Source: an optimization exercise on an open RTL-to-GDS flow (aim: small area, a short achievable clock period and few clock cycles per item). Production flows keep margins and buffers that such runs may drop. Power is estimated from default activity; no workload was simulated.

## round_robin_time_slice_scheduler
module round_robin_time_slice_scheduler #(
    parameter int MAX_TASKS = 8
) (
    input  logic        i_clk,
    input  logic        i_rst_n,
    input  logic        i_in_valid,
    output logic        o_in_ready,
    input  logic [1:0]  i_in_action,
    input  logic [2:0]  i_in_slot,
    input  logic [7:0]  i_in_burst,
    input  logic [15:0] i_in_arrival,
    output logic        o_out_valid,
    input  logic        i_out_ready,
    output logic [2:0]  o_out_ran_slot,
    output logic        o_out_idle,
    output logic        o_out_completed,
    output logic [15:0] o_out_completion_time,
    output logic        o_out_all_done,
    input  logic        psel,
    input  logic        penable,
    input  logic        pwrite,
    input  logic [2:0]  paddr,
    input  logic [31:0] pwdata,
    output logic [31:0] prdata,
    output logic        pready
);
    logic [7:0] r_quantum;
    logic [3:0] r_task_count;
    logic [7:0] r_prdata;
    logic       r_pready;
    logic       cfg_wr;
    logic       acc, exec, head_en, head_from_sk, sk_en;
    assign pready = r_pready;
    assign prdata = {24'd0, r_prdata};
    assign cfg_wr = psel && penable && pwrite && r_pready;
    always_ff @(posedge i_clk) begin
        if (!i_rst_n) begin
            r_quantum    <= 8'd2;
            r_task_count <= 4'd8;
            r_pready     <= 1'b0;
        end else begin
            r_pready <= psel;
            if (cfg_wr) begin
                if (paddr[2]) r_task_count <= pwdata[3:0];
                else          r_quantum    <= pwdata[7:0];
            end
        end
    end
    always_ff @(posedge i_clk) begin
        r_prdata <= paddr[2] ? {4'd0, r_task_count} : r_quantum;
    end
    rrts_ctrl u_ctrl (
        .i_clk          (i_clk),
        .i_rst_n        (i_rst_n),
        .i_in_valid     (i_in_valid),
        .o_in_ready     (o_in_ready),
        .o_out_valid    (o_out_valid),
        .i_out_ready    (i_out_ready),
        .o_acc          (acc),
        .o_exec         (exec),
        .o_head_en      (head_en),
        .o_head_from_sk (head_from_sk),
        .o_sk_en        (sk_en)
    );
    rrts_dp u_dp (
        .i_clk          (i_clk),
        .i_rst_n        (i_rst_n),
        .i_acc          (acc),
        .i_exec         (exec),
        .i_action       (i_in_action),
  ...
Size in the first run: about 2000 cells after synthesis, about 390 flip-flops, about 130 I/O pins, roughly 21000 µm² of cells after synthesis.
==> flow/config.mk <==
export PLATFORM = sky130hd
export DESIGN_NAME = round_robin_time_slice_scheduler
export DESIGN_NICKNAME = round_robin_time_slice_scheduler
export VERILOG_FILES = /design/flow/design.v
export SDC_FILE = /design/flow/constraint.sdc
export NUM_CORES = 4
export LEC_CHECK = 0
export CAP_MARGIN = 20
export CORE_MARGIN = 2
export CORE_UTILIZATION = 40
export SLEW_MARGIN = 20
==> flow/constraint.sdc <==
create_clock -name core_clock -period 10.0 [get_ports {i_clk}]
set_input_delay 2.0000 -clock core_clock [delete_from_list [all_inputs] [get_ports {i_clk}]]
set_output_delay 2.0000 -clock core_clock [all_outputs]
set_load 0.01 [all_outputs]
standard.sh (not shown) runs the stock make flow with config.mk's settings and CLKGATE_MAP_FILE= SYNTH_SCRIPT=/design/flow/synth_recipe.tcl, a recipe that flattens the netlist after the stock synthesis.
==> flow/flow/run.sh <==
#!/bin/bash
set -euo pipefail
bash standard.sh SETUP_SLACK_MARGIN=7 "BUFFER_PORTS_ARGS=-buffer_cell sky130_fd_sc_hd__buf_2" CTS_CLUSTER_SIZE=30 CTS_CLUSTER_DIAMETER=120 finish > standard_flow.log 2>&1
Edit:
==> flow/flow/run.sh (replaced) <==
#!/bin/bash
set -euo pipefail
bash standard.sh SETUP_SLACK_MARGIN=7 finish > standard_flow.log 2>&1
Result: The changed run produced a clean layout. Sequential share of layout area goes down by 3.5 points. Combinational power goes up by about 9%. Worst setup slack gets better by 0.066 ns.
Function was not checked in any run of this note: the RTL went through the layout flow alone.

* * *

Another version of the RTL of round_robin_time_slice_scheduler (not shown whole).
Size: about 360 flip-flops, about 130 I/O pins.
Settings: LEC_CHECK=0, CAP_MARGIN=20, CORE_MARGIN=2, CORE_UTILIZATION=40, SLEW_MARGIN=20; clock period 10.0 ns.
==> flow/flow/run.sh <==
#!/bin/bash
set -euo pipefail
bash standard.sh SETUP_SLACK_MARGIN=6 finish > standard_flow.log 2>&1
Edit:
==> flow/run.sh (new file) <==
#!/bin/bash
# synth_recipe.tcl (not shown) runs the flow's synth.tcl, then flattens the netlist and writes it again
# the make line also repeats each setting of config.mk as NAME=value (left out here)
make -C /OpenROAD-flow-scripts/flow DESIGN_CONFIG=/design/flow/config.mk WORK_HOME=/design/flow/orfs CLKGATE_MAP_FILE= SYNTH_SCRIPT=/design/flow/synth_recipe.tcl finish
--- a/flow/config.mk
+++ b/flow/config.mk
@@ -6,6 +6,8 @@
 export NUM_CORES = 4
 export LEC_CHECK = 0
+export ABC_CLOCK_PERIOD_IN_PS = 3000
 export CAP_MARGIN = 20
 export CORE_MARGIN = 2
 export CORE_UTILIZATION = 40
+export SETUP_SLACK_MARGIN = 5
 export SLEW_MARGIN = 20
removed: flow/flow/run.sh
removed: flow/standard.sh
Outcome: Worst setup slack is worse by 0.87 ns; combinational power is lower by 8.5%; synthesized cell count stays the same; via count falls by 1.9%; global-route usage went down by 0.48 points; critical path depth is lower by 2; synthesized area stays the same; routed wire length came out lower by 3.3%; first-iteration DRC count went down by 3.7%; flip-flop and latch count stays the same.
No functional check of the RTL was part of any run of this note.

-- afterwards: timing with drivers on the ports --
No port has a modelled driver above. Below, the same layouts with a new extraction and two added sets of constraints.
Step 1, drivers: a clkbuf_16 drives i_clk and a buf_2 each remaining input, both assumed.
Step 2 moves the port delays by t, midway between the first and last clock arrival at a register: inputs arrive t later, outputs are due t later. That takes back most of the time a late clock gives input paths.
Slacks: ideal ports / drivers / drivers and shift; pairs: ideal ports / drivers.
run	shift t [ns]	setup WS [ns]	hold WS [ns]	worst setup path after step 2	worst register clock-pin slew, ns
the first run of note 1	0.598	6.393 / 6.393 / 6.393	0.510 / 0.510 / 0.510	register to register	0.12 / 0.12
the second run of note 1	0.622	6.459 / 6.459 / 6.399	0.486 / 0.486 / 0.486	input to register	0.07 / 0.07
the first run of note 2	0.608	6.085 / 6.106 / 5.498	0.493 / 0.493 / 0.493	input to register	0.06 / 0.06
the second run of note 2	0.600	5.214 / 5.226 / 4.626	0.481 / 0.481 / 0.481	input to register	0.06 / 0.06
After both steps setup and hold are still met in every run listed. For the second run of note 2, which loses most, drivers alone change the setup slack by +0.012 ns; drivers and shift together by -0.588 ns.
